What follows belongs to an exercise in optimizing a design on an open flow for small area, a short achievable clock period and few clock cycles; a production flow would make more cautious choices. Where RTL was checked, it was by simulation tests only, not by an equivalence proof against the original. For run 2, only the layout was checked, not whether the RTL still works. Power figures rest on the tool's default switching activity, not on a simulated workload.

--- standard.sh ---
#!/bin/bash
# synth_recipe.tcl (not shown) runs the flow's synth.tcl, then flattens the netlist and writes it again
# the make line also repeats each setting of config.mk as NAME=value (left out here)
make -C /OpenROAD-flow-scripts/flow DESIGN_CONFIG=/design/flow/config.mk WORK_HOME=/design/flow/orfs CLKGATE_MAP_FILE= SYNTH_SCRIPT=/design/flow/synth_recipe.tcl "${@:-finish}"
--- design.v ---
    localparam [19:0] POS_CAP  = 20'hFFFFF;
    localparam [15:0] LINE_CAP = 16'hFFFF;
    localparam [5:0] K_LPAREN  = 6'd0;
    localparam [5:0] K_RPAREN  = 6'd1;
    localparam [5:0] K_LBRACE  = 6'd2;
    localparam [5:0] K_RBRACE  = 6'd3;
    localparam [5:0] K_COMMA   = 6'd4;
    localparam [5:0] K_DOT     = 6'd5;
    localparam [5:0] K_MINUS   = 6'd6;
    localparam [5:0] K_PLUS    = 6'd7;
    localparam [5:0] K_SEMI    = 6'd8;
    localparam [5:0] K_SLASH   = 6'd9;
    localparam [5:0] K_STAR    = 6'd10;
    localparam [5:0] K_BANG    = 6'd11;
    localparam [5:0] K_EQUAL   = 6'd13;
    localparam [5:0] K_GREATER = 6'd15;
    localparam [5:0] K_LESS    = 6'd17;
    localparam [5:0] K_IDENT   = 6'd19;
    localparam [5:0] K_STRING  = 6'd20;
    localparam [5:0] K_NUMBER  = 6'd21;
    localparam [5:0] K_KW_BASE = 6'd22;
    localparam [5:0] K_END     = 6'd38;
    localparam [5:0] K_ERROR   = 6'd39;
    localparam [3:0] S_IDLE    = 4'd0;
    localparam [3:0] S_OP      = 4'd1;
    localparam [3:0] S_SLASH   = 4'd2;
    localparam [3:0] S_COMMENT = 4'd3;
    localparam [3:0] S_STR     = 4'd4;
    localparam [3:0] S_IDENT   = 4'd5;
    localparam [3:0] S_INT     = 4'd6;
    localparam [3:0] S_INTDOT  = 4'd7;
    localparam [3:0] S_FRAC    = 4'd8;
    function automatic is_digit(input [7:0] c);
        is_digit = (c >= 8'h30) && (c <= 8'h39);
    endfunction
    function automatic is_alpha(input [7:0] c);
        is_alpha = ((c >= 8'h61) && (c <= 8'h7A)) || ((c >= 8'h41) && (c <= 8'h5A)) ||
                   (c == 8'h5F);
    endfunction
    function automatic [5:0] paired_kind(input [5:0] k);
        case (k[2:0])
            3'd3:    paired_kind = 6'd12;
            3'd5:    paired_kind = 6'd14;
            3'd7:    paired_kind = 6'd16;
            default: paired_kind = 6'd18;
        endcase
    endfunction
    function automatic [5:0] single_kind(input [7:0] c);
        case (c)
            "(": single_kind = K_LPAREN;
            ")": single_kind = K_RPAREN;
            "{": single_kind = K_LBRACE;
            "}": single_kind = K_RBRACE;
            ",": single_kind = K_COMMA;
            ".": single_kind = K_DOT;
            "-": single_kind = K_MINUS;
            "+": single_kind = K_PLUS;
            ";": single_kind = K_SEMI;
            default: single_kind = K_STAR;
        endcase
    endfunction
    function automatic is_single(input [7:0] c);
        case (c)
            "(", ")", "{", "}", ",", ".", "-", "+", ";", "*": is_single = 1'b1;
            default: is_single = 1'b0;
        endcase
    endfunction
    function automatic [5:0] op_kind(input [7:0] c);
        case (c)
            "=":     op_kind = K_EQUAL;
            ">":     op_kind = K_GREATER;
            "<":     op_kind = K_LESS;
            default: op_kind = K_BANG;
        endcase
    endfunction
    localparam KW_W = 7;
    function automatic [6:0] kw_first(input [7:0] c);
        case (c)
            "a": kw_first = {3'd1, 4'd0};
            "c": kw_first = {3'd1, 4'd1};
            "e": kw_first = {3'd1, 4'd2};
            "f": kw_first = {3'd1, 4'd3};
            "i": kw_first = {3'd1, 4'd6};
            "n": kw_first = {3'd1, 4'd7};
            "o": kw_first = {3'd1, 4'd8};
            "p": kw_first = {3'd1, 4'd9};
            "r": kw_first = {3'd1, 4'd10};
            "s": kw_first = {3'd1, 4'd11};
            "t": kw_first = {3'd1, 4'd12};
            "v": kw_first = {3'd1, 4'd14};
            "w": kw_first = {3'd1, 4'd15};
            default: kw_first = 7'd0;
        endcase
    endfunction
    function automatic [6:0] kw_step(input [6:0] s, input [7:0] c);
        kw_step = 7'd0;
        case (s)
            {3'd1, 4'd0}: case (c)
                "n": kw_step = {3'd2, 4'd0};
                default: ;
            endcase
            {3'd2, 4'd0}: case (c)
                "d": kw_step = {3'd3, 4'd0};
                default: ;
            endcase
            {3'd1, 4'd1}: case (c)
                "l": kw_step = {3'd2, 4'd1};
                default: ;
            endcase
            {3'd2, 4'd1}: case (c)
                "a": kw_step = {3'd3, 4'd1};
                default: ;
            endcase
            {3'd3, 4'd1}: case (c)
                "s": kw_step = {3'd4, 4'd1};
                default: ;
            endcase
            {3'd4, 4'd1}: case (c)
                "s": kw_step = {3'd5, 4'd1};
                default: ;
            endcase
            {3'd1, 4'd2}: case (c)
                "l": kw_step = {3'd2, 4'd2};
                default: ;
            endcase
            {3'd2, 4'd2}: case (c)
                "s": kw_step = {3'd3, 4'd2};
                default: ;
            endcase
            {3'd3, 4'd2}: case (c)
                "e": kw_step = {3'd4, 4'd2};
                default: ;
            endcase
            {3'd1, 4'd3}: case (c)
                "a": kw_step = {3'd2, 4'd3};
                "o": kw_step = {3'd2, 4'd5};
                "u": kw_step = {3'd2, 4'd4};
                default: ;
            endcase
            {3'd2, 4'd3}: case (c)
                "l": kw_step = {3'd3, 4'd3};
                default: ;
            endcase
            {3'd3, 4'd3}: case (c)
                "s": kw_step = {3'd4, 4'd3};
                default: ;
            endcase
            {3'd4, 4'd3}: case (c)
                "e": kw_step = {3'd5, 4'd3};
                default: ;
            endcase
            {3'd2, 4'd4}: case (c)
                "n": kw_step = {3'd3, 4'd4};
                default: ;
            endcase
            {3'd2, 4'd5}: case (c)
                "r": kw_step = {3'd3, 4'd5};
                default: ;
            endcase
            {3'd1, 4'd6}: case (c)
                "f": kw_step = {3'd2, 4'd6};
                default: ;
            endcase
            {3'd1, 4'd7}: case (c)
                "i": kw_step = {3'd2, 4'd7};
                default: ;
            endcase
            {3'd2, 4'd7}: case (c)
                "l": kw_step = {3'd3, 4'd7};
                default: ;
            endcase
            {3'd1, 4'd8}: case (c)
                "r": kw_step = {3'd2, 4'd8};
                default: ;
            endcase
            {3'd1, 4'd9}: case (c)
                "r": kw_step = {3'd2, 4'd9};
                default: ;
            endcase
            {3'd2, 4'd9}: case (c)
                "i": kw_step = {3'd3, 4'd9};
                default: ;
            endcase
            {3'd3, 4'd9}: case (c)
                "n": kw_step = {3'd4, 4'd9};
                default: ;
            endcase
            {3'd4, 4'd9}: case (c)
                "t": kw_step = {3'd5, 4'd9};
                default: ;
            endcase
            {3'd1, 4'd10}: case (c)
                "e": kw_step = {3'd2, 4'd10};
                default: ;
            endcase
            {3'd2, 4'd10}: case (c)
                "t": kw_step = {3'd3, 4'd10};
                default: ;
            endcase
            {3'd3, 4'd10}: case (c)
                "u": kw_step = {3'd4, 4'd10};
                default: ;
            endcase
            {3'd4, 4'd10}: case (c)
                "r": kw_step = {3'd5, 4'd10};
                default: ;
            endcase
            {3'd5, 4'd10}: case (c)
                "n": kw_step = {3'd6, 4'd10};
                default: ;
            endcase
            {3'd1, 4'd11}: case (c)
                "u": kw_step = {3'd2, 4'd11};
                default: ;
            endcase
            {3'd2, 4'd11}: case (c)
                "p": kw_step = {3'd3, 4'd11};
                default: ;
            endcase
            {3'd3, 4'd11}: case (c)
                "e": kw_step = {3'd4, 4'd11};
                default: ;
            endcase
            {3'd4, 4'd11}: case (c)
                "r": kw_step = {3'd5, 4'd11};
                default: ;
            endcase
            {3'd1, 4'd12}: case (c)
                "h": kw_step = {3'd2, 4'd12};
                "r": kw_step = {3'd2, 4'd13};
                default: ;
            endcase
            {3'd2, 4'd12}: case (c)
                "i": kw_step = {3'd3, 4'd12};
                default: ;
            endcase
            {3'd3, 4'd12}: case (c)
                "s": kw_step = {3'd4, 4'd12};
                default: ;
            endcase
            {3'd2, 4'd13}: case (c)
                "u": kw_step = {3'd3, 4'd13};
                default: ;
            endcase
            {3'd3, 4'd13}: case (c)
                "e": kw_step = {3'd4, 4'd13};
                default: ;
            endcase
            {3'd1, 4'd14}: case (c)
                "a": kw_step = {3'd2, 4'd14};
                default: ;
            endcase
            {3'd2, 4'd14}: case (c)
                "r": kw_step = {3'd3, 4'd14};
                default: ;
            endcase
            {3'd1, 4'd15}: case (c)
                "h": kw_step = {3'd2, 4'd15};
                default: ;
            endcase
            {3'd2, 4'd15}: case (c)
                "i": kw_step = {3'd3, 4'd15};
                default: ;
            endcase
            {3'd3, 4'd15}: case (c)
                "l": kw_step = {3'd4, 4'd15};
                default: ;
            endcase
            {3'd4, 4'd15}: case (c)
                "e": kw_step = {3'd5, 4'd15};
                default: ;
            endcase
            default: ;
        endcase
    endfunction
    function automatic [5:0] kw_kind(input [6:0] s);
        case (s)
            {3'd3, 4'd0}: kw_kind = 6'd22;
            {3'd5, 4'd1}: kw_kind = 6'd23;
            {3'd4, 4'd2}: kw_kind = 6'd24;
            {3'd5, 4'd3}: kw_kind = 6'd25;
            {3'd3, 4'd4}: kw_kind = 6'd26;
            {3'd3, 4'd5}: kw_kind = 6'd27;
            {3'd2, 4'd6}: kw_kind = 6'd28;
            {3'd3, 4'd7}: kw_kind = 6'd29;
            {3'd2, 4'd8}: kw_kind = 6'd30;
            {3'd5, 4'd9}: kw_kind = 6'd31;
            {3'd6, 4'd10}: kw_kind = 6'd32;
            {3'd5, 4'd11}: kw_kind = 6'd33;
            {3'd4, 4'd12}: kw_kind = 6'd34;
            {3'd4, 4'd13}: kw_kind = 6'd35;
            {3'd3, 4'd14}: kw_kind = 6'd36;
            {3'd5, 4'd15}: kw_kind = 6'd37;
            default: kw_kind = 6'd19;
        endcase
    endfunction
`timescale 1ns / 1ps
module script_lexer_tokenizer_unit (
    input  logic        i_clk,
    input  logic        i_rst_n,
    input  logic        i_byte_valid,
    output logic        o_byte_ready,
    input  logic [7:0]  i_byte_ch,
    input  logic        i_byte_final,
    output logic        o_tok_valid,
    input  logic        i_tok_ready,
    output logic [5:0]  o_tok_kind,
    output logic [19:0] o_tok_start,
    output logic [19:0] o_tok_len,
    output logic [15:0] o_tok_line,
    output logic [15:0] o_tok_col,
    output logic [7:0]  o_tok_bad,
    output logic        o_tok_last
);
    localparam [19:0] POS_CAP  = 20'hFFFFF;
    localparam [15:0] LINE_CAP = 16'hFFFF;
    localparam [5:0] K_LPAREN  = 6'd0;
    localparam [5:0] K_RPAREN  = 6'd1;
    localparam [5:0] K_LBRACE  = 6'd2;
    localparam [5:0] K_RBRACE  = 6'd3;
    localparam [5:0] K_COMMA   = 6'd4;
    localparam [5:0] K_DOT     = 6'd5;
    localparam [5:0] K_MINUS   = 6'd6;
    localparam [5:0] K_PLUS    = 6'd7;
    localparam [5:0] K_SEMI    = 6'd8;
    localparam [5:0] K_SLASH   = 6'd9;
    localparam [5:0] K_STAR    = 6'd10;
    localparam [5:0] K_BANG    = 6'd11;
    localparam [5:0] K_EQUAL   = 6'd13;
    localparam [5:0] K_GREATER = 6'd15;
    localparam [5:0] K_LESS    = 6'd17;
    localparam [5:0] K_IDENT   = 6'd19;
    localparam [5:0] K_STRING  = 6'd20;
    localparam [5:0] K_NUMBER  = 6'd21;
    localparam [5:0] K_KW_BASE = 6'd22;
    localparam [5:0] K_END     = 6'd38;
    localparam [5:0] K_ERROR   = 6'd39;
    localparam [3:0] S_IDLE    = 4'd0;
    localparam [3:0] S_OP      = 4'd1;
    localparam [3:0] S_SLASH   = 4'd2;
    localparam [3:0] S_COMMENT = 4'd3;
    localparam [3:0] S_STR     = 4'd4;
    localparam [3:0] S_IDENT   = 4'd5;
    localparam [3:0] S_INT     = 4'd6;
    localparam [3:0] S_INTDOT  = 4'd7;
    localparam [3:0] S_FRAC    = 4'd8;
    function automatic is_digit(input [7:0] c);
        is_digit = (c >= 8'h30) && (c <= 8'h39);
    endfunction
    function automatic is_alpha(input [7:0] c);
        is_alpha = ((c >= 8'h61) && (c <= 8'h7A)) || ((c >= 8'h41) && (c <= 8'h5A)) ||
                   (c == 8'h5F);
    endfunction
    function automatic [5:0] paired_kind(input [5:0] k);
        case (k[2:0])
            3'd3:    paired_kind = 6'd12;
            3'd5:    paired_kind = 6'd14;
            3'd7:    paired_kind = 6'd16;
            default: paired_kind = 6'd18;
        endcase
    endfunction
    function automatic [5:0] single_kind(input [7:0] c);
        case (c)
            "(": single_kind = K_LPAREN;
            ")": single_kind = K_RPAREN;
            "{": single_kind = K_LBRACE;
            "}": single_kind = K_RBRACE;
            ",": single_kind = K_COMMA;
            ".": single_kind = K_DOT;
            "-": single_kind = K_MINUS;
            "+": single_kind = K_PLUS;
            ";": single_kind = K_SEMI;
            default: single_kind = K_STAR;
        endcase
    endfunction
    function automatic is_single(input [7:0] c);
        case (c)
            "(", ")", "{", "}", ",", ".", "-", "+", ";", "*": is_single = 1'b1;
            default: is_single = 1'b0;
        endcase
    endfunction
    function automatic [5:0] op_kind(input [7:0] c);
        case (c)
            "=":     op_kind = K_EQUAL;
            ">":     op_kind = K_GREATER;
            "<":     op_kind = K_LESS;
            default: op_kind = K_BANG;
        endcase
    endfunction
    localparam KW_W = 7;
    function automatic [6:0] kw_first(input [7:0] c);
        case (c)
            "a": kw_first = {3'd1, 4'd0};
            "c": kw_first = {3'd1, 4'd1};
            "e": kw_first = {3'd1, 4'd2};
            "f": kw_first = {3'd1, 4'd3};
            "i": kw_first = {3'd1, 4'd6};
            "n": kw_first = {3'd1, 4'd7};
            "o": kw_first = {3'd1, 4'd8};
            "p": kw_first = {3'd1, 4'd9};
            "r": kw_first = {3'd1, 4'd10};
            "s": kw_first = {3'd1, 4'd11};
            "t": kw_first = {3'd1, 4'd12};
            "v": kw_first = {3'd1, 4'd14};
            "w": kw_first = {3'd1, 4'd15};
            default: kw_first = 7'd0;
        endcase
    endfunction
    function automatic [6:0] kw_step(input [6:0] s, input [7:0] c);
        kw_step = 7'd0;
        case (s)
            {3'd1, 4'd0}: case (c)
                "n": kw_step = {3'd2, 4'd0};
                default: ;
            endcase
            {3'd2, 4'd0}: case (c)
                "d": kw_step = {3'd3, 4'd0};
                default: ;
            endcase
            {3'd1, 4'd1}: case (c)
                "l": kw_step = {3'd2, 4'd1};
                default: ;
            endcase
            {3'd2, 4'd1}: case (c)
                "a": kw_step = {3'd3, 4'd1};
                default: ;
            endcase
            {3'd3, 4'd1}: case (c)
                "s": kw_step = {3'd4, 4'd1};
                default: ;
            endcase
            {3'd4, 4'd1}: case (c)
                "s": kw_step = {3'd5, 4'd1};
                default: ;
            endcase
            {3'd1, 4'd2}: case (c)
                "l": kw_step = {3'd2, 4'd2};
                default: ;
            endcase
            {3'd2, 4'd2}: case (c)
                "s": kw_step = {3'd3, 4'd2};
                default: ;
            endcase
            {3'd3, 4'd2}: case (c)
                "e": kw_step = {3'd4, 4'd2};
                default: ;
            endcase
            {3'd1, 4'd3}: case (c)
                "a": kw_step = {3'd2, 4'd3};
                "o": kw_step = {3'd2, 4'd5};
                "u": kw_step = {3'd2, 4'd4};
                default: ;
            endcase
            {3'd2, 4'd3}: case (c)
                "l": kw_step = {3'd3, 4'd3};
                default: ;
            endcase
            {3'd3, 4'd3}: case (c)
                "s": kw_step = {3'd4, 4'd3};
                default: ;
            endcase
            {3'd4, 4'd3}: case (c)
                "e": kw_step = {3'd5, 4'd3};
                default: ;
            endcase
            {3'd2, 4'd4}: case (c)
                "n": kw_step = {3'd3, 4'd4};
                default: ;
            endcase
            {3'd2, 4'd5}: case (c)
                "r": kw_step = {3'd3, 4'd5};
                default: ;
            endcase
            {3'd1, 4'd6}: case (c)
                "f": kw_step = {3'd2, 4'd6};
                default: ;
            endcase
            {3'd1, 4'd7}: case (c)
                "i": kw_step = {3'd2, 4'd7};
                default: ;
            endcase
            {3'd2, 4'd7}: case (c)
                "l": kw_step = {3'd3, 4'd7};
                default: ;
            endcase
            {3'd1, 4'd8}: case (c)
                "r": kw_step = {3'd2, 4'd8};
                default: ;
            endcase
            {3'd1, 4'd9}: case (c)
                "r": kw_step = {3'd2, 4'd9};
                default: ;
            endcase
            {3'd2, 4'd9}: case (c)
                "i": kw_step = {3'd3, 4'd9};
                default: ;
            endcase
            {3'd3, 4'd9}: case (c)
                "n": kw_step = {3'd4, 4'd9};
                default: ;
            endcase
            {3'd4, 4'd9}: case (c)
                "t": kw_step = {3'd5, 4'd9};
                default: ;
            endcase
            {3'd1, 4'd10}: case (c)
                "e": kw_step = {3'd2, 4'd10};
                default: ;
            endcase
            {3'd2, 4'd10}: case (c)
                "t": kw_step = {3'd3, 4'd10};
                default: ;
            endcase
            {3'd3, 4'd10}: case (c)
                "u": kw_step = {3'd4, 4'd10};
                default: ;
            endcase
            {3'd4, 4'd10}: case (c)
                "r": kw_step = {3'd5, 4'd10};
                default: ;
            endcase
            {3'd5, 4'd10}: case (c)
                "n": kw_step = {3'd6, 4'd10};
                default: ;
            endcase
            {3'd1, 4'd11}: case (c)
                "u": kw_step = {3'd2, 4'd11};
                default: ;
            endcase
            {3'd2, 4'd11}: case (c)
                "p": kw_step = {3'd3, 4'd11};
                default: ;
            endcase
            {3'd3, 4'd11}: case (c)
                "e": kw_step = {3'd4, 4'd11};
                default: ;
            endcase
            {3'd4, 4'd11}: case (c)
                "r": kw_step = {3'd5, 4'd11};
                default: ;
            endcase
            {3'd1, 4'd12}: case (c)
                "h": kw_step = {3'd2, 4'd12};
                "r": kw_step = {3'd2, 4'd13};
                default: ;
            endcase
            {3'd2, 4'd12}: case (c)
                "i": kw_step = {3'd3, 4'd12};
                default: ;
            endcase
            {3'd3, 4'd12}: case (c)
                "s": kw_step = {3'd4, 4'd12};
                default: ;
            endcase
            {3'd2, 4'd13}: case (c)
                "u": kw_step = {3'd3, 4'd13};
                default: ;
            endcase
            {3'd3, 4'd13}: case (c)
                "e": kw_step = {3'd4, 4'd13};
                default: ;
            endcase
            {3'd1, 4'd14}: case (c)
                "a": kw_step = {3'd2, 4'd14};
                default: ;
            endcase
            {3'd2, 4'd14}: case (c)
                "r": kw_step = {3'd3, 4'd14};
                default: ;
            endcase
            {3'd1, 4'd15}: case (c)
                "h": kw_step = {3'd2, 4'd15};
                default: ;
            endcase
            {3'd2, 4'd15}: case (c)
                "i": kw_step = {3'd3, 4'd15};
                default: ;
            endcase
            {3'd3, 4'd15}: case (c)
                "l": kw_step = {3'd4, 4'd15};
                default: ;
            endcase
            {3'd4, 4'd15}: case (c)
                "e": kw_step = {3'd5, 4'd15};
                default: ;
            endcase
            default: ;
        endcase
    endfunction
    function automatic [5:0] kw_kind(input [6:0] s);
        case (s)
            {3'd3, 4'd0}: kw_kind = 6'd22;
            {3'd5, 4'd1}: kw_kind = 6'd23;
            {3'd4, 4'd2}: kw_kind = 6'd24;
            {3'd5, 4'd3}: kw_kind = 6'd25;
            {3'd3, 4'd4}: kw_kind = 6'd26;
            {3'd3, 4'd5}: kw_kind = 6'd27;
            {3'd2, 4'd6}: kw_kind = 6'd28;
            {3'd3, 4'd7}: kw_kind = 6'd29;
            {3'd2, 4'd8}: kw_kind = 6'd30;
            {3'd5, 4'd9}: kw_kind = 6'd31;
            {3'd6, 4'd10}: kw_kind = 6'd32;
            {3'd5, 4'd11}: kw_kind = 6'd33;
            {3'd4, 4'd12}: kw_kind = 6'd34;
            {3'd4, 4'd13}: kw_kind = 6'd35;
            {3'd3, 4'd14}: kw_kind = 6'd36;
            {3'd5, 4'd15}: kw_kind = 6'd37;
            default: kw_kind = 6'd19;
        endcase
    endfunction
    logic        r_bv, r_fin;
    logic [7:0]  r_ch;
    logic        r_bv1, r_fin1, r_bv2, r_fin2;
    logic [7:0]  r_ch1, r_ch2;
    logic        r_vout, r_lout;
    logic [3:0]  r_mode, n_mode;
    logic        r_pend, n_pend;     
    logic        r_plast, n_plast;   
    logic        r_post, n_post;     
    logic        r_endp, n_endp;     
    logic [5:0]  r_kind, n_kind;
    logic [KW_W-1:0] r_trie, n_trie;
    logic [19:0] r_tb, r_len, r_pos;
    logic [15:0] r_line, r_col;
    logic        r_errh, n_errh;     
    logic        consume;
    wire [7:0] c        = r_ch;
    wire       c_dig    = is_digit(c);
    wire       c_alp    = is_alpha(c);
    wire       c_aln    = c_dig || c_alp;
    wire       c_single = is_single(c);
    wire       c_op     = (c == "!") || (c == "=") || (c == "<") || (c == ">");
    wire       c_slash  = (c == "/");
    wire       c_quote  = (c == "\"");
    wire       c_nl     = (c == 8'h0A);
    wire       c_ws     = (c == " ") || (c == 8'h0D) || (c == 8'h09);
    wire       c_eq     = (c == "=");
    wire       c_dot    = (c == ".");
    wire       c_err    = !(c_single || c_op || c_slash || c_quote || c_nl || c_ws || c_aln);
    wire        pos_sat  = &r_pos;
    wire        col_sat  = &r_col;
    wire        line_sat = &r_line;
    logic adv, len_adv, line_adv, tb_ld, len_ld, len_v, col_set1, clr;
    logic terminates, closable;
    always_comb begin
        terminates = 1'b0;
        closable   = 1'b1;
        case (r_mode)
            S_OP:     terminates = !c_eq;
            S_SLASH:  terminates = !c_slash;
            S_IDENT:  terminates = !c_aln;
            S_INT:    terminates = !c_dig && !c_dot;
            S_INTDOT: terminates = !c_dig;
            S_FRAC:   terminates = !c_dig;
            default:  closable = 1'b0;
        endcase
    end
    assign o_tok_valid = r_vout;
    assign o_tok_last  = r_lout;
    assign o_tok_kind  = r_kind;
    assign o_tok_start = r_tb;
    assign o_tok_len   = r_len;
    assign o_tok_line  = r_line;
    assign o_tok_col   = r_col;
    assign o_tok_bad   = r_errh ? r_ch : 8'd0;
    wire stall = r_vout && !i_tok_ready;
    always_comb begin
        logic do_idle, hold;
        n_mode = r_mode; n_pend = r_pend; n_plast = r_plast; n_post = r_post;
        n_endp = r_endp; n_kind = r_kind; n_trie = r_trie; n_errh = 1'b0;
        adv = 1'b0; len_adv = 1'b0; line_adv = 1'b0; tb_ld = 1'b0; len_ld = 1'b0;
        len_v = 1'b0; col_set1 = 1'b0; clr = 1'b0;
        consume = 1'b0; do_idle = 1'b0; hold = 1'b0;
        begin
            n_pend = 1'b0; n_plast = 1'b1;
            if (r_endp) begin
                n_endp = 1'b0; n_post = 1'b0; n_mode = S_IDLE;
                clr = 1'b1;
                consume = 1'b1;
            end else if (r_errh) begin
                if (r_fin) n_post = 1'b1;
                else consume = 1'b1;
            end else if (r_post) begin
                if (r_mode == S_INTDOT) begin
                    tb_ld = 1'b1; len_ld = 1'b1; len_v = !pos_sat; adv = 1'b1;
                    n_kind = K_DOT; n_pend = 1'b1; n_plast = 1'b0;
                    n_mode = S_IDLE;
                end else begin
                    tb_ld = 1'b1; len_ld = 1'b1; n_kind = K_END;
                    n_pend = 1'b1; n_plast = 1'b1; n_endp = 1'b1; n_mode = S_IDLE;
                end
            end else if (r_bv) begin
                case (r_mode)
                    S_OP: begin
                        if (c_eq) begin
                            adv = 1'b1; len_adv = 1'b1;
                            n_kind = paired_kind(r_kind); n_pend = 1'b1; n_mode = S_IDLE;
                        end else do_idle = 1'b1;
                    end
                    S_SLASH: begin
                        if (c_slash) begin
                            adv = 1'b1; len_adv = 1'b1; n_mode = S_COMMENT;
                        end else do_idle = 1'b1;
                    end
                    S_COMMENT: begin
                        if (!c_nl) begin
                            adv = 1'b1;
                        end else do_idle = 1'b1;
                    end
                    S_STR: begin
                        if (c_nl) line_adv = 1'b1;
                        adv = 1'b1; len_adv = 1'b1;
                        if (c_quote) begin
                            n_kind = K_STRING; n_pend = 1'b1; n_mode = S_IDLE;
                        end
                    end
                    S_IDENT: begin
                        if (c_aln) begin
                            n_trie = kw_step(r_trie, c); n_kind = kw_kind(n_trie);
                            adv = 1'b1; len_adv = 1'b1;
                        end else do_idle = 1'b1;
                    end
                    S_INT: begin
                        if (c_dig) begin
                            adv = 1'b1; len_adv = 1'b1;
                        end else if (c_dot) n_mode = S_INTDOT;
                        else do_idle = 1'b1;
                    end
                    S_FRAC: begin
                        if (c_dig) begin
                            adv = 1'b1; len_adv = 1'b1;
                        end else do_idle = 1'b1;
                    end
                    S_INTDOT: begin
                        hold = 1'b1;
                        if (c_dig) begin
                            adv = 1'b1; len_adv = 1'b1; n_mode = S_FRAC;
                        end else begin
                            tb_ld = 1'b1; len_ld = 1'b1; len_v = !pos_sat; adv = 1'b1;
                            n_kind = K_DOT; n_pend = 1'b1;
                            n_plast = !r_fin && !c_single && !c_err; n_mode = S_IDLE;
                        end
                    end
                    default: do_idle = 1'b1;
                endcase
                if (do_idle) begin
                    tb_ld = 1'b1; len_ld = 1'b1; len_v = !pos_sat; adv = 1'b1;
                    n_mode = S_IDLE;
                    if (c_single) begin
                        n_kind = single_kind(c); n_pend = 1'b1;
                    end else if (c_op) begin
                        n_kind = op_kind(c); n_mode = S_OP;
                    end else if (c_slash) begin
                        n_kind = K_SLASH; n_mode = S_SLASH;
                    end else if (c_quote) begin
                        n_kind = K_STRING; n_mode = S_STR;
                    end else if (c_nl) begin
                        col_set1 = 1'b1; line_adv = 1'b1;
                    end else if (c_dig) begin
                        n_kind = K_NUMBER; n_mode = S_INT;
                    end else if (c_alp) begin
                        n_trie = kw_first(c); n_kind = K_IDENT; n_mode = S_IDENT;
                    end else if (c_err) begin
                        n_kind = K_ERROR; len_v = 1'b1; n_pend = 1'b1; n_errh = 1'b1;
                        n_plast = !r_fin; hold = 1'b1;
                    end
                end
                if (!hold) begin
                    if (r_fin) begin
                        n_post = 1'b1; n_plast = 1'b0;
                    end else consume = 1'b1;
                end
            end
        end
    end
    wire [19:0] pos_i  = pos_sat ? r_pos : r_pos + 20'd1;
    wire [19:0] len_i  = pos_sat ? r_len : r_len + 20'd1;
    wire [15:0] col_i  = col_sat ? r_col : r_col + 16'd1;
    wire [15:0] line_i = line_sat ? r_line : r_line + 16'd1;
    wire [19:0] n_pos  = clr ? 20'd0 : adv ? pos_i : r_pos;
    wire [15:0] n_col  = clr ? 16'd0 : col_set1 ? 16'd1 : adv ? col_i : r_col;
    wire [15:0] n_line = clr ? 16'd1 : line_adv ? line_i : r_line;
    wire [19:0] n_len  = len_ld ? {19'd0, len_v} : len_adv ? len_i : r_len;
    wire       accept = i_byte_valid && !r_bv2;
    wire       a_free = !r_bv || consume;    
    wire       x_bv   = a_free ? r_bv1 : 1'b1;
    wire [7:0] x_ch   = a_free ? r_ch1 : r_ch;
    wire       x_fin  = a_free ? r_fin1 : r_fin;
    logic x_term, x_closable;
    always_comb begin
        x_term = 1'b0;
        x_closable = 1'b1;
        case (n_mode)
            S_OP:     x_term = (x_ch != "=");
            S_SLASH:  x_term = (x_ch != "/");
            S_IDENT:  x_term = !(is_digit(x_ch) || is_alpha(x_ch));
            S_INT:    x_term = !is_digit(x_ch) && (x_ch != ".");
            S_INTDOT: x_term = !is_digit(x_ch);
            S_FRAC:   x_term = !is_digit(x_ch);
            default:  x_closable = 1'b0;
        endcase
    end
    wire x_tokbyte = is_single(x_ch) ||
                     !(is_digit(x_ch) || is_alpha(x_ch) || (x_ch == "!") || (x_ch == "=") ||
                       (x_ch == "<") || (x_ch == ">") || (x_ch == "/") || (x_ch == "\"") ||
                       (x_ch == 8'h0A) || (x_ch == " ") || (x_ch == 8'h0D) || (x_ch == 8'h09));
    wire x_close = x_bv && !n_post && x_term;
    assign o_byte_ready = !r_bv2;
    wire q_move  = stall ? !r_bv : a_free;
    wire q1_move = q_move && r_bv1;
    always_ff @(posedge i_clk) begin
        if (!i_rst_n) begin
            r_bv <= 1'b0; r_bv1 <= 1'b0; r_bv2 <= 1'b0; r_vout <= 1'b0;
        end else begin
            if (q_move) r_bv <= r_bv1;
            if (q1_move) begin
                r_bv1 <= r_bv2 || accept;
                r_bv2 <= 1'b0;
            end else if (r_bv1) begin
                if (accept) r_bv2 <= 1'b1;
            end else begin
                r_bv1 <= accept;
            end
            if (!stall) r_vout <= n_pend || x_close || (n_post && x_closable);
        end
    end
    always_ff @(posedge i_clk) begin
        if (q_move) begin
            r_ch  <= r_ch1;
            r_fin <= r_fin1;
        end
        if (q1_move ? !r_bv2 : !r_bv1) begin
            r_ch1  <= i_byte_ch;
            r_fin1 <= i_byte_final;
        end else if (q1_move) begin
            r_ch1  <= r_ch2;
            r_fin1 <= r_fin2;
        end
        if (accept) begin
            r_ch2  <= i_byte_ch;
            r_fin2 <= i_byte_final;
        end
        if (!stall)
            r_lout <= n_pend ? n_plast :
                      x_close && !x_fin && (n_mode != S_INTDOT) && !x_tokbyte;
    end
    always_ff @(posedge i_clk) begin
        if (!i_rst_n) begin
            r_mode <= S_IDLE; r_pend <= 1'b0; r_errh <= 1'b0; r_post <= 1'b0; r_endp <= 1'b0;
            r_pos <= '0; r_line <= 16'd1; r_col <= '0;
        end else if (!stall) begin
            r_mode <= n_mode; r_pend <= n_pend; r_errh <= n_errh; r_post <= n_post; r_endp <= n_endp;
            r_pos <= n_pos; r_line <= n_line; r_col <= n_col;
        end
    end
    always_ff @(posedge i_clk) begin
        if (!stall) begin
            r_plast <= n_plast; r_kind <= n_kind; r_trie <= n_trie; r_len <= n_len;
            if (tb_ld) r_tb <= r_pos;
        end
    end
endmodule
--- constraint.sdc ---
create_clock -name core_clock -period 11.0 [get_ports {i_clk}]
set_input_delay 2.2000 -clock core_clock [delete_from_list [all_inputs] [get_ports {i_clk}]]
set_output_delay 2.2000 -clock core_clock [all_outputs]
set_load 0.01 [all_outputs]
--- config.mk ---
export PLATFORM = sky130hd
export DESIGN_NAME = script_lexer_tokenizer_unit
export DESIGN_NICKNAME = script_lexer_tokenizer_unit
export VERILOG_FILES = /design/flow/design.v
export SDC_FILE = /design/flow/constraint.sdc
export NUM_CORES = 4
export LEC_CHECK = 0
export ABC_AREA = 1
export CAP_MARGIN = 20
export CORE_MARGIN = 2
export CORE_UTILIZATION = 40
export SLEW_MARGIN = 20
--- flow/run.sh ---
#!/bin/bash
# Standard layout (the standard.sh: ORFS synthesis to finish, same clock and
# constraints), with these changes to how the layout is made:
#  - the port buffers that ORFS inserts are plain buffers (buf_1) rather than the
#    delay cell ORFS picks by default; every port still gets its own buffer;
#  - ORFS's timing repair aims for more setup slack than the clock needs;
#  - clock tree: clkbuf_8 buffers, larger sink clusters, no dummy loads.
set -euo pipefail
export SETUP_SLACK_MARGIN=7.25
export BUFFER_PORTS_ARGS="-buffer_cell sky130_fd_sc_hd__buf_1"
export CTS_ARGS="-sink_clustering_enable -repair_clock_nets -buf_list sky130_fd_sc_hd__clkbuf_8 -sink_clustering_size 30 -sink_clustering_max_diameter 100 -dont_use_dummy_load"
bash standard.sh > standard_flow.log 2>&1
==> results.py, run 1 <==
metrics = {
    "run_status": {
        "outcome": "timing/DRC/antenna clean",
    },
    "timing": {
        "setup_viol_count_final": 0,
        "period_minus_slack_ns": 3.60,
        "timing.final.ws_setup_ns": 7.40,
        "drv_slew": 0,
        "fmaxAchievable_mhz": 278,
        "worst_slew_margin_rel": 0.392,
        "fin_worst_skew_ns": 0.0410,
        "pin_slew_with_the_least_headroom_to_its_limit_ns": 0.903,
        "grt_setup_unrepaired": "yes",
        "final_count_of_hold_timing_violations": 0,
        "final.period_utilization": 0.327,
        "setup_tns_ns": 0,
    },
    "power_and_ir_drop": {
        "power_density_nw_per_um2": 190,
        "switching_share": 0.440,
        "cellInternalPower_mw": 1.12,
        "sequential_group_share_of_total_power": 0.409,
        "net-switching-power_mw": 0.878,
        "totalPowerFinal_mw": 2.00,
        "worst_ir_drop_vdd_mv": 0.0921,
        "cellLeakagePower_nw": 4.32,
        "comb_power_share": 0.434,
        "p_clk_frac": 0.157,
    },
    "synth": {
        "post_synth_net_total": 1354,
        "synth_largest_area_cell": "sky130_fd_sc_hd__edfxtp_1",
        "synth_cells": 1337,
        "synth_adder_area_share": 0.00535,
        "synth_sequential_area_ratio": 0.395,
        "synth_top_cells_by_area": "sky130_fd_sc_hd__edfxtp_1 26%, sky130_fd_sc_hd__dfxtp_1 13%, sky130_fd_sc_hd__nand2_1 12%",
        "synthFlopType": "sky130_fd_sc_hd__edfxtp_1",
        "synthXorXnorAreaFrac": 0.00656,
        "mux_cell_area_share_after_synthesis": 0.0108,
        "synth-simple-area-share": 0.352,
        "yosysWarningCount": 1,
        "ys_async_sr_fraction": 0,
        "mappedNetlistArea_sq_um": 9350,
        "syn_avg_cell_area_sq_um": 6.99,
        "seq_cells_post_synth": 144,
        "main_combinational_cell_family_by_area_after_synthesis": "simple AND/OR/NAND/NOR gates",
        "synth_edf_count": 81,
        "synth_cell_types": 56,
        "synth-compound-area-share": 0.135,
        "synth_top_area_frac": 0.260,
    },
    "clock_network": {
        "sinks_on_clock_net": 144,
        "tritoncts": "yes",
        "cts.root.buffer_cell": "sky130_fd_sc_hd__clkbuf_8",
        "cts-root-to-sink-buffers": 2,
        "numCtsBuffers": 17,
        "worst_setup_hold_path_clk_slew_ns": 0.10,
        "clk_latency_ns": 0.46,
        "clock_tree.htree_level_count": 4,
    },
    "global_route": {
        "pin_count_of_the_biggest_net_entering_global_routing": 24,
        "grt_most_used_layer": "met2",
        "antenna_found_initial": 0,
        "grtUsageTotal": 0.230,
        "globalRoute.totalOverflow": 0,
        "gr-usage-met2": 0.342,
        "met1_usage": 0.336,
        "wire_length_of_the_first_global_routing_pass_microns": 45100,
        "grt_pass1_vias": 8687,
        "use_met3": 0.0393,
    },
    "layout": {
        "drive_gt1_frac": 0.0872,
        "commonest_cells_after_routing_fill_and_taps_aside": "287 x sky130_fd_sc_hd__nand2_1, 197 x sky130_fd_sc_hd__inv_1, 166 x sky130_fd_sc_hd__nor2_1",
        "flow.area_growth_from_synthesis_pct": 12.6,
        "final_core_util": 0.462,
        "filler_cell_count_in_the_final_layout": 2372,
        "most_common_cell_after_layout_fill_and_taps_aside": "sky130_fd_sc_hd__nand2_1",
        "total_inserted_antenna_cells": 0,
        "nets": 1476,
    },
    "run": {
        "maxCapViolCount": 0,
    },
    "worst_setup_path": {
        "worst_setup_path_end_kind": "output pin",
        "path_class": "register to output pin",
        "cp-start-kind": "register",
        "crit_path_max_fanout": 7,
        "timing.reg2reg.setup_slack_ns": 7.52,
        "worst_ep_arrival_time_ns": 1.40,
        "critPathRequiredTime_ns": 8.80,
    },
    "placement": {
        "place.port_buffers": 101,
        "hpwl_microns": 21600,
        "preCtsSetupSlack_ns": 6.10,
        "place.gp.congestion": 1.01,
    },
    "drt": {
        "routed_via_density": 5.39,
        "drt-initial-drc-count": 806,
        "route.detailed.drc": 0,
        "wl_per_cell_microns": 15.8,
        "detail_route.first_pass.iterations": 5,
        "dr_total_vias": 9536,
        "ant_nets": 0,
        "route.final.wire_length_microns": 28000,
    },
    "floorplan": {
        "start_util": 0.410,
        "dieArea_sq_um": 24600,
        "y_dimension_of_the_die_microns": 157,
        "fp.dieW_microns": 157,
        "top_level_ports": 102,
        "core_area_sq_um": 22800,
        "placementRows": 55,
    },
    "worst_hold_path": {
        "min-delay-path-class": "register to register",
    },
}
critical path: stages, from the launching register on:
cell                       delay (ns)
sky130_fd_sc_hd__edfxtp_1        0.53
sky130_fd_sc_hd__buf_4           0.17
sky130_fd_sc_hd__nand2_1         0.05
sky130_fd_sc_hd__inv_1           0.06
sky130_fd_sc_hd__buf_1           0.14
area by class of cell:
cell class | instances | area, sq um | area share
Clock buffer | 17 | 234 | 0.0222
Inverter | 208 | 796 | 0.0756
Multi-Input combinational cell | 965 | 4870 | 0.462
Sequential cell | 144 | 3700 | 0.351
Tap cell | 313 | 392 | 0.0372
Timing Repair Buffer | 120 | 522 | 0.0496
Timing Repair inverter | 3 | 22.5 | 0.00214
per-stage QoR:
step | hold WS, ns | instances | cell area [sq um]
after floorplan | 0.408 | 1337 | 9350
after global placement | 0.438 | 1732 | 10000
after detailed placement | 0.434 | 1732 | 10000
after CTS | 0.434 | 1752 | 10300
after global routing | 0.452 | 1770 | 10500
final | 0.431 | 1770 | 10500
final timing paths:
check	from	to	depth (start not counted)
worst max-delay path	r_ch[3]	o_tok_bad[3]	4
worst min-delay path	r_pos[6]	r_tb[6]	0
worst max register to register	r_ch[3]	r_lout	24
worst min register to register	r_pos[6]	r_tb[6]	0
power by group through the flow:
stage / clock (mW) / combinational, mW / sequential (mW)
floorplan: 0 / 0.563 / 0.829
global placement: 0 / 0.797 / 0.827
detailed placement: 0 / 0.797 / 0.830
CTS: 0.326 / 0.818 / 0.817
global route: 0.342 / 0.972 / 0.833
finish: 0.314 / 0.866 / 0.818
cell usage after synthesis, types with 2 or more instances:
library cell / n
sky130_fd_sc_hd__nor2_2: 9
sky130_fd_sc_hd__xor2_1: 5
sky130_fd_sc_hd__xnor2_1: 2
sky130_fd_sc_hd__a211oi_1: 3
sky130_fd_sc_hd__nand3_1: 80
sky130_fd_sc_hd__buf_6: 4
sky130_fd_sc_hd__nand3_2: 2
sky130_fd_sc_hd__clkbuf_1: 12
sky130_fd_sc_hd__nand4_1: 28
sky130_fd_sc_hd__o21ai_1: 2
sky130_fd_sc_hd__nand2_2: 21
sky130_fd_sc_hd__and3_1: 2
sky130_fd_sc_hd__a31oi_1: 12
sky130_fd_sc_hd__o2111ai_1: 3
sky130_fd_sc_hd__nor3_1: 79
sky130_fd_sc_hd__o21a_1: 3
sky130_fd_sc_hd__o221ai_1: 2
sky130_fd_sc_hd__dfxtp_1: 63
sky130_fd_sc_hd__o31ai_1: 6
sky130_fd_sc_hd__a2111oi_0: 2
sky130_fd_sc_hd__nor4_1: 21
sky130_fd_sc_hd__mux2_2: 9
sky130_fd_sc_hd__o211ai_1: 7
sky130_fd_sc_hd__a221oi_1: 2
sky130_fd_sc_hd__inv_2: 7
sky130_fd_sc_hd__nor3b_1: 9
sky130_fd_sc_hd__a21oi_1: 89
sky130_fd_sc_hd__ha_1: 4
sky130_fd_sc_hd__edfxtp_1: 81
sky130_fd_sc_hd__o21ai_0: 65
sky130_fd_sc_hd__buf_2: 2
sky130_fd_sc_hd__inv_1: 200
sky130_fd_sc_hd__nand4_2: 2
sky130_fd_sc_hd__nor2_1: 173
sky130_fd_sc_hd__a2bb2oi_1: 2
sky130_fd_sc_hd__a22oi_1: 3
sky130_fd_sc_hd__nor2_4: 6
sky130_fd_sc_hd__nand2_1: 290
sky130_fd_sc_hd__nand2_4: 4
sky130_fd_sc_hd__o22ai_1: 5
what timing repair did:
item / CTS / global route
setup endpoints to repair: 72 / 76
hold buffers: 0 / 0
resized for setup: 13 / 18
buffers inserted: 0 / 18
pin swaps: 0 / 3
hold endpoints to repair: 0 / 0
cloned: 3 / 0
cells by family (layout without fill, tap and decap cells):
logic type               after synthesis  in the layout
buffers and inverters                228            348
AND/OR/NAND/NOR                      728            728
flip-flops                           144            144
adder cells (fa/ha/maj)                4              4
multiplexers                           9              9
XOR/XNOR                               7              7
AO/OA/AOI/OAI                        217            217
registers in the layout (all words and copies together) (netlist names), 4 cells and up:
signal  cells
r_ch        8
r_ch1       8
r_ch2       8
r_col      16
r_kind      6
r_len      20
r_line     16
r_mode      4
r_pos      20
r_tb       20
r_trie      7
per-layer routing:
layer | up-vias | routed length (microns) | part of all wire
met3 | 49 | 1980 | 0.071
met2 | 379 | 12300 | 0.44
met5 | - | 0 | 0
met1 | 4384 | 13100 | 0.47
met4 | 0 | 578 | 0.021
li1 | 4724 | - | -
Testbench counts, summed over its fixed seeds: cycles 22,586.
==> inputs of run 2 (changes only) <==
--- a/design.v
+++ b/design.v
@@ -783,9 +783,8 @@
     wire [19:0] n_len  = len_ld ? {19'd0, len_v} : len_adv ? len_i : r_len;
     wire       accept = i_byte_valid && !r_bv2;
     wire       a_free = !r_bv || consume;    
-    wire       x_bv   = a_free ? r_bv1 : 1'b1;
-    wire [7:0] x_ch   = a_free ? r_ch1 : r_ch;
-    wire       x_fin  = a_free ? r_fin1 : r_fin;
+    wire [7:0] x_ch   = r_ch1;
+    wire       x_fin  = r_fin1;
     logic x_term, x_closable;
     always_comb begin
         x_term = 1'b0;
@@ -804,7 +803,7 @@
                      !(is_digit(x_ch) || is_alpha(x_ch) || (x_ch == "!") || (x_ch == "=") ||
                        (x_ch == "<") || (x_ch == ">") || (x_ch == "/") || (x_ch == "\"") ||
                        (x_ch == 8'h0A) || (x_ch == " ") || (x_ch == 8'h0D) || (x_ch == 8'h09));
-    wire x_close = x_bv && !n_post && x_term;
+    wire x_close = a_free && r_bv1 && x_term;
     assign o_byte_ready = !r_bv2;
     wire q_move  = stall ? !r_bv : a_free;
     wire q1_move = q_move && r_bv1;
==> results.py, run 2 <==
metrics = {
    "global_route": {
        "grt_pass1_vias": 8444,
        "globalRoute.totalOverflow": 0,
        "wire_length_of_the_first_global_routing_pass_microns": 43300,
        "grtUsageTotal": 0.218,
        "pin_count_of_the_biggest_net_entering_global_routing": 21,
        "antenna_found_initial": 0,
    },
    "worst_setup_path": {
        "crit_path_max_fanout": 8,
        "crit_path_max_incr_delay_ns": 0.42,
        "critical_path.top_delay_family": "simple AND/OR/NAND/NOR gates",
        "crit_path_max_delay_cell_type": "sky130_fd_sc_hd__edfxtp_1",
        "timing.reg2reg.worst_path_depth": 20,
        "critPathRequiredTime_ns": 11.18,
        "cp-start-kind": "register",
        "worst_ep_arrival_time_ns": 3.75,
        "path_class": "register to register",
        "critical_path.cell_chain": "inv_1, nand2_1, nor2_1, nand2_1, inv_2, nand4_1, o21ai_1, inv_1, nand2_1, nor2_1, nand2_1, nand4_1, o211ai_1, nand4_1, nor2_1, nor2_1, nand2_1, nand2_1, nand2_1, nand2_1",
        "worst_setup_path_end_kind": "register",
        "timing.critical_path.depth": 20,
        "cp_most_frequent_cell": "sky130_fd_sc_hd__nand2_1",
        "path_buf_inv": 3,
    },
    "placement": {
        "hpwl_microns": 20600,
        "place.port_buffers": 101,
        "preCtsSetupSlack_ns": 6.46,
        "placed_cells": 1727,
        "place.gp.congestion": 0.949,
    },
    "layout": {
        "flow.area_growth_from_synthesis_pct": 10.3,
        "total_inserted_antenna_cells": 0,
        "post_layout_nonfiller_instances": 1746,
        "commonest_cells_after_routing_fill_and_taps_aside": "266 x sky130_fd_sc_hd__nand2_1, 188 x sky130_fd_sc_hd__inv_1, 151 x sky130_fd_sc_hd__nor2_1",
        "filler_cell_count_in_the_final_layout": 2428,
        "final-seq-area_sq_um": 3690,
        "reg.largest.list": "r_len (20), r_pos (20), r_tb (20)",
        "nets": 1446,
        "drive_gt1_frac": 0.0848,
        "most_common_cell_after_layout_fill_and_taps_aside": "sky130_fd_sc_hd__nand2_1",
        "combined_area_of_the_multi_input_logic_cells_sq_um": 4900,
    },
    "synth": {
        "synth_cells": 1323,
        "post_synth_net_total": 1340,
        "yosysMostFrequentCell": "sky130_fd_sc_hd__nand2_1",
        "yosysWarningCount": 1,
        "synth_adder_area_share": 0.00529,
        "mux_cell_area_share_after_synthesis": 0,
        "seq_cells_post_synth": 144,
        "synthFlopType": "sky130_fd_sc_hd__edfxtp_1",
        "synth_sequential_area_ratio": 0.390,
        "synth_edf_count": 81,
        "synth-simple-area-share": 0.355,
        "synth_cell_types": 62,
        "synthXorXnorAreaFrac": 0.0130,
        "mappedNetlistArea_sq_um": 9460,
        "syn_avg_cell_area_sq_um": 7.15,
        "synth_largest_area_cell": "sky130_fd_sc_hd__edfxtp_1",
        "synth_commonest_cells": "267 x sky130_fd_sc_hd__nand2_1, 189 x sky130_fd_sc_hd__inv_1, 153 x sky130_fd_sc_hd__nor2_1, 87 x sky130_fd_sc_hd__a21oi_1, 85 x sky130_fd_sc_hd__nand3_1",
        "synth-compound-area-share": 0.143,
        "ys_async_sr_fraction": 0,
        "main_combinational_cell_family_by_area_after_synthesis": "simple AND/OR/NAND/NOR gates",
        "synth_top_cells_by_area": "sky130_fd_sc_hd__edfxtp_1 26%, sky130_fd_sc_hd__dfxtp_1 13%, sky130_fd_sc_hd__nand2_1 11%",
        "synth_top_area_frac": 0.257,
    },
    "drt": {
        "dr_total_vias": 9271,
        "drt-initial-drc-count": 795,
        "met1Wirelength_microns": 12700,
        "met3_routed_length_microns": 1740,
        "ant_nets": 0,
        "maxUsedRoutingLayer": "met4",
        "route.detailed.drc": 0,
        "wl_per_cell_microns": 15.4,
        "route.final.wire_length_microns": 26900,
        "routed-wl-met2_microns": 12000,
        "routed_via_density": 5.31,
        "detail_route.first_pass.iterations": 5,
    },
    "floorplan": {
        "placementRows": 56,
        "start_util": 0.406,
        "y_dimension_of_the_die_microns": 158,
        "dieArea_sq_um": 24900,
        "top_level_ports": 102,
        "core_area_sq_um": 23300,
        "fp.dieW_microns": 158,
    },
    "timing": {
        "fmaxAchievable_mhz": 280,
        "grt_setup_unrepaired": "yes",
        "setup_viol_count_final": 0,
        "setup_tns_ns": 0,
        "final_count_of_hold_timing_violations": 0,
        "timing.final.ws_setup_ns": 7.43,
        "final.period_utilization": 0.325,
        "worst_slew_margin_rel": 0.514,
        "period_minus_slack_ns": 3.57,
        "fin_worst_skew_ns": 0.0346,
        "pin_slew_with_the_least_headroom_to_its_limit_ns": 0.726,
        "drv_slew": 0,
    },
    "power_and_ir_drop": {
        "net-switching-power_mw": 0.977,
        "sequential_group_share_of_total_power": 0.406,
        "switching_share": 0.453,
        "comb_power_share": 0.448,
        "totalPowerFinal_mw": 2.16,
        "cellInternalPower_mw": 1.18,
        "worst_ir_drop_vdd_mv": 0.120,
        "p_clk_frac": 0.147,
        "cellLeakagePower_nw": 4.32,
        "power_density_nw_per_um2": 207,
    },
    "run": {
        "maxCapViolCount": 0,
    },
    "clock_network": {
        "sinks_on_clock_net": 144,
        "clock_tree.htree_level_count": 4,
        "worst_setup_hold_path_clk_slew_ns": 0.09,
        "clk_latency_ns": 0.46,
        "numCtsBuffers": 17,
        "cts.root.buffer_cell": "sky130_fd_sc_hd__clkbuf_8",
        "cts-root-to-sink-buffers": 2,
        "tritoncts": "yes",
    },
    "run_status": {
        "outcome": "timing/DRC/antenna clean",
    },
    "worst_hold_path": {
        "min-delay-path-class": "register to register",
        "min_path_cells": 0,
    },
}
run 2: changes by cell type after synthesis, sizes merged, moves of 6 or more:
cell	before	now
o21ai	69	83
xor2	5	11
mux2	9	0
nand3	83	90
nor2	188	175
nor3	79	68
nand2	315	292
run 2: path summary, 6_finish.rpt:
kind | start | to | slack [ns]
hold reg to reg | r_fin1 | r_fin | 0.47
hold / removal | r_fin1 | r_fin | 0.47
setup reg to reg | r_ch[7] | r_kind[1] | 7.43
setup / recovery | r_ch[7] | r_kind[1] | 7.43
run 2: layout make-up:
| class | instances | area share |
|---|---|---|
| tap | 319 | 0.0382 |
| clock buffer | 17 | 0.0224 |
| multi-input combinational | 953 | 0.470 |
| sequential | 144 | 0.354 |
| timing repair buffer | 107 | 0.0406 |
| inverter | 206 | 0.0749 |
run 2: per-layer routing:
metal,vias to the layer above,track usage
met1,4245,0.313
met2,320,0.332
met4,0,0.0645
li1,4671,-
met3,35,0.0391
met5,-,0
run 2: repair_timing:
item	4_1_cts	5_1_grt
buffers inserted	2	0
pin swaps	0	0
endpoints found under the setup margin	28	34
hold buffers	0	0
resized for setup	2	4
run 2: cells by family after synthesis:
| logic type | after synthesis |
|---|---|
| AND/OR/NAND/NOR | 706 |
| flip-flops | 144 |
| XOR/XNOR | 14 |
| buffers and inverters | 226 |
| adder cells (fa/ha/maj) | 4 |
| AO/OA/AOI/OAI | 229 |
run 2: metrics by stage:
stage | utilization | hold slack, ns | area (sq um)
global route | 0.447 | 0.495 | 10400
CTS | 0.446 | 0.477 | 10400
floorplan | - | 0.427 | 9470
detailed placement | 0.436 | 0.451 | 10200
global placement | 0.436 | 0.455 | 10200
finish | 0.447 | 0.471 | 10400
run 2: power groups by stage:
stage                     clock, mW  sequential [mW]  combinational (mW)
after floorplan                   0            0.877               0.687
after detailed placement          0            0.886               0.951
final                         0.316            0.875               0.966
after CTS                     0.327            0.874               0.958
after global routing          0.345            0.895                1.09
after global placement            0            0.885               0.945
==> inputs of run 3 (changes only) <==
--- a/design.v
+++ b/design.v
@@ -783,8 +783,9 @@
     wire [19:0] n_len  = len_ld ? {19'd0, len_v} : len_adv ? len_i : r_len;
     wire       accept = i_byte_valid && !r_bv2;
     wire       a_free = !r_bv || consume;    
-    wire [7:0] x_ch   = r_ch1;
-    wire       x_fin  = r_fin1;
+    wire       x_bv   = a_free ? r_bv1 : 1'b1;
+    wire [7:0] x_ch   = a_free ? r_ch1 : r_ch;
+    wire       x_fin  = a_free ? r_fin1 : r_fin;
     logic x_term, x_closable;
     always_comb begin
         x_term = 1'b0;
@@ -803,7 +804,7 @@
                      !(is_digit(x_ch) || is_alpha(x_ch) || (x_ch == "!") || (x_ch == "=") ||
                        (x_ch == "<") || (x_ch == ">") || (x_ch == "/") || (x_ch == "\"") ||
                        (x_ch == 8'h0A) || (x_ch == " ") || (x_ch == 8'h0D) || (x_ch == 8'h09));
-    wire x_close = a_free && r_bv1 && x_term;
+    wire x_close = x_bv && !n_post && x_term;
     assign o_byte_ready = !r_bv2;
     wire q_move  = stall ? !r_bv : a_free;
     wire q1_move = q_move && r_bv1;
--- a/flow/run.sh
+++ b/flow/run.sh
@@ -6,7 +6,7 @@
 #  - ORFS's timing repair aims for more setup slack than the clock needs;
 #  - clock tree: clkbuf_8 buffers, larger sink clusters, no dummy loads.
 set -euo pipefail
-export SETUP_SLACK_MARGIN=7.25
+export SETUP_SLACK_MARGIN=7.0
 export BUFFER_PORTS_ARGS="-buffer_cell sky130_fd_sc_hd__buf_1"
-export CTS_ARGS="-sink_clustering_enable -repair_clock_nets -buf_list sky130_fd_sc_hd__clkbuf_8 -sink_clustering_size 30 -sink_clustering_max_diameter 100 -dont_use_dummy_load"
+export CTS_ARGS="-sink_clustering_enable -repair_clock_nets -buf_list sky130_fd_sc_hd__clkbuf_16 -sink_clustering_size 40 -sink_clustering_max_diameter 300 -dont_use_dummy_load"
 bash standard.sh > standard_flow.log 2>&1
==> results.py, run 3 <==
metrics = {
    "global_route": {
        "grtUsageTotal": 0.226,
        "globalRoute.totalOverflow": 0,
        "grt_pass1_vias": 8889,
        "antenna_found_initial": 0,
        "pin_count_of_the_biggest_net_entering_global_routing": 25,
        "wire_length_of_the_first_global_routing_pass_microns": 44500,
    },
    "synth": {
        "synthXorXnorAreaFrac": 0.00656,
        "synth_cell_types": 56,
        "seq_cells_post_synth": 144,
        "syn_avg_cell_area_sq_um": 6.99,
        "yosysMostFrequentCell": "sky130_fd_sc_hd__nand2_1",
        "synthFlopType": "sky130_fd_sc_hd__edfxtp_1",
        "post_synth_net_total": 1354,
        "synth-simple-area-share": 0.352,
        "main_combinational_cell_family_by_area_after_synthesis": "simple AND/OR/NAND/NOR gates",
        "mappedNetlistArea_sq_um": 9350,
        "synth_top_area_frac": 0.260,
        "yosysWarningCount": 1,
        "synth_largest_area_cell": "sky130_fd_sc_hd__edfxtp_1",
        "synth_top_cells_by_area": "sky130_fd_sc_hd__edfxtp_1 26%, sky130_fd_sc_hd__dfxtp_1 13%, sky130_fd_sc_hd__nand2_1 12%",
        "ys_async_sr_fraction": 0,
        "mux_cell_area_share_after_synthesis": 0.0108,
        "synth_adder_area_share": 0.00535,
        "synth_cells": 1337,
        "synth_commonest_cells": "290 x sky130_fd_sc_hd__nand2_1, 200 x sky130_fd_sc_hd__inv_1, 173 x sky130_fd_sc_hd__nor2_1, 89 x sky130_fd_sc_hd__a21oi_1, 81 x sky130_fd_sc_hd__edfxtp_1",
        "synth_sequential_area_ratio": 0.395,
        "synth_edf_count": 81,
        "synth-compound-area-share": 0.135,
    },
    "clock_network": {
        "cts-root-to-sink-buffers": 2,
        "sinks_on_clock_net": 144,
        "holdBufCountCts": 0,
        "clk_latency_ns": 0.44,
        "clock_tree.htree_level_count": 4,
        "worst_setup_hold_path_clk_slew_ns": 0.06,
        "numCtsBuffers": 17,
        "cts.root.buffer_cell": "sky130_fd_sc_hd__clkbuf_16",
        "tritoncts": "yes",
    },
    "drt": {
        "wl_per_cell_microns": 15.9,
        "ant_nets": 0,
        "detail_route.first_pass.iterations": 9,
        "drt-initial-drc-count": 820,
        "dr_total_vias": 9470,
        "route.final.wire_length_microns": 27900,
        "routed_via_density": 5.40,
        "route.detailed.drc": 0,
    },
    "placement": {
        "placed_cells": 1732,
        "preCtsSetupSlack_ns": 6.13,
        "place.port_buffers": 101,
        "hpwl_microns": 21400,
        "place.gp.congestion": 0.985,
        "placed_cell_area_sq_um": 10000,
    },
    "power_and_ir_drop": {
        "cellLeakagePower_nw": 4.34,
        "totalPowerFinal_mw": 2.11,
        "power_density_nw_per_um2": 201,
        "worst_ir_drop_vdd_mv": 0.146,
    },
    "layout": {
        "design_area_sq_um": 10500,
        "drive_gt1_frac": 0.0674,
        "flow.area_growth_from_synthesis_pct": 12.7,
        "most_common_cell_after_layout_fill_and_taps_aside": "sky130_fd_sc_hd__nand2_1",
        "nets": 1459,
        "commonest_cells_after_routing_fill_and_taps_aside": "290 x sky130_fd_sc_hd__nand2_1, 198 x sky130_fd_sc_hd__inv_1, 170 x sky130_fd_sc_hd__nor2_1",
        "reg.largest.list": "r_len (20), r_pos (20), r_tb (20)",
        "post_layout_nonfiller_instances": 1753,
        "final_core_util": 0.462,
        "total_inserted_antenna_cells": 0,
        "filler_cell_count_in_the_final_layout": 2334,
    },
    "worst_hold_path": {
        "min-delay-path-class": "register to register",
        "hold_start": "r_fin1",
    },
    "timing": {
        "timing.final.ws_setup_ns": 7.18,
        "fin_worst_skew_ns": 0.0341,
        "final.period_utilization": 0.348,
        "whs_ns": 0.461,
        "fmaxAchievable_mhz": 262,
        "setup_tns_ns": 0,
        "grt_setup_unrepaired": "yes",
        "final_count_of_hold_timing_violations": 0,
        "drv_slew": 0,
        "setup_viol_count_final": 0,
        "pin_slew_with_the_least_headroom_to_its_limit_ns": 0.905,
        "worst_slew_margin_rel": 0.391,
        "period_minus_slack_ns": 3.82,
    },
    "worst_setup_path": {
        "worst_ep_arrival_time_ns": 4.18,
        "cp-start-kind": "input pin",
        "critPathRequiredTime_ns": 11.36,
        "worst_setup_path_startpoint": "i_tok_ready",
        "path_class": "input pin to register",
        "crit_path_max_fanout": 16,
        "worst_setup_path_end_kind": "register",
        "crit-reg2reg-launch": "r_ch[6]",
    },
    "floorplan": {
        "placementRows": 55,
        "top_level_ports": 102,
        "core_area_sq_um": 22800,
        "fp.dieW_microns": 157,
        "dieArea_sq_um": 24600,
        "y_dimension_of_the_die_microns": 157,
        "start_util": 0.410,
    },
    "run_status": {
        "outcome": "timing/DRC/antenna clean",
    },
    "run": {
        "maxCapViolCount": 0,
    },
}
run 3: cell types whose count changed after synthesis, moves of 5 or more:
cell                      previous run  this run
sky130_fd_sc_hd__nand2_1           267       290
sky130_fd_sc_hd__inv_1             189       200
sky130_fd_sc_hd__inv_2              13         7
sky130_fd_sc_hd__nand3_1            85        80
sky130_fd_sc_hd__nand4_1            33        28
sky130_fd_sc_hd__nor3_1             67        79
sky130_fd_sc_hd__mux2_2              0         9
sky130_fd_sc_hd__nor2_2             15         9
sky130_fd_sc_hd__o21ai_2             9         1
sky130_fd_sc_hd__xor2_1             11         5
sky130_fd_sc_hd__nor2_1            153       173
sky130_fd_sc_hd__o21ai_1             8         2
run 3: critical path, stage by stage:
cell,delay (ns)
sky130_fd_sc_hd__buf_1,0.10
sky130_fd_sc_hd__nor2_4,0.30
sky130_fd_sc_hd__clkinvlp_4,0.33
sky130_fd_sc_hd__nand2_1,0.20
sky130_fd_sc_hd__nand2_1,0.39
sky130_fd_sc_hd__clkinvlp_4,0.40
sky130_fd_sc_hd__o21ai_0,0.13
sky130_fd_sc_hd__a21oi_1,0.12
run 3: cell families after synthesis:
family,count (synthesis)
XOR/XNOR,7
buffers and inverters,228
AO/OA/AOI/OAI,217
multiplexers,9
flip-flops,144
AND/OR/NAND/NOR,728
adder cells (fa/ha/maj),4
run 3: path summary, 6_finish.rpt:
check                to  slack [ns]  depth (start not counted)
max          r_line[15]        7.18                          8
min               r_fin        0.46                          0
max reg2reg    r_ch1[1]        7.31                         14
min reg2reg       r_fin        0.46                          0
run 3: timing repair:
item	in CTS	in global routing
endpoints found under the setup margin	63	58
resized for setup	5	9
pin swaps	0	1
cloned	0	2
setup buffers	0	1
run 3: metal layers:
| metal | part of all wire | wire (microns) | GRT usage |
|---|---|---|---|
| met1 | 0.48 | 13500 | 0.319 |
| met5 | 0 | 0 | 0 |
| met4 | 0.017 | 464 | 0.0633 |
| met2 | 0.44 | 12200 | 0.350 |
| met3 | 0.063 | 1770 | 0.0460 |
run 3: final cells by class:
class                   instances  area (sq um)  area share
inverters                     208           790      0.0750
well taps                     313           392      0.0372
clock buffers                  17           425      0.0404
multi-input cells             965          4810       0.457
repair inverters                2          15.0     0.00143
repair buffers                104           405      0.0385
flip-flops and latches        144          3690       0.351
run 3: power breakdown:
part / switching [mW] / internal (mW) / leakage (nW) / total [mW]
sequential: 0.0961 / 0.720 / 1.29 / 0.816
clock: 0.208 / 0.268 / 0.209 / 0.476
combinational: 0.580 / 0.240 / 2.84 / 0.820
Testbench counts of run 3, summed over its fixed seeds: cycles 22,586.

afterwards: timing with drivers on the ports:
The flow's constraints put no driver on any port. The routed layouts listed below were extracted and timed again, unchanged, in two steps. Step 1, drivers: a clkbuf_16 drives i_clk and a buf_2 each remaining input, both assumed. Step 2 times the ports against the registers' clock, not the clock port: input delays grow and output delays shrink by t, the midpoint of the rising clock arrivals with the driver on. Three values: ideal ports, drivers, drivers and shift; two values: the first two.
run	t (ns)	setup WS [ns]	hold slack, ns
run 1	0.486	7.399 / 7.356 / 6.942	0.431 / 0.431 / 0.431
run 2	0.480	7.429 / 7.419 / 6.973	0.471 / 0.471 / 0.471
run 3	0.466	7.177 / 7.206 / 6.740	0.461 / 0.461 / 0.461
After both steps setup and hold are still met in every run listed. For run 1, which loses most, drivers alone change the setup slack by -0.043 ns; drivers and shift together by -0.457 ns.
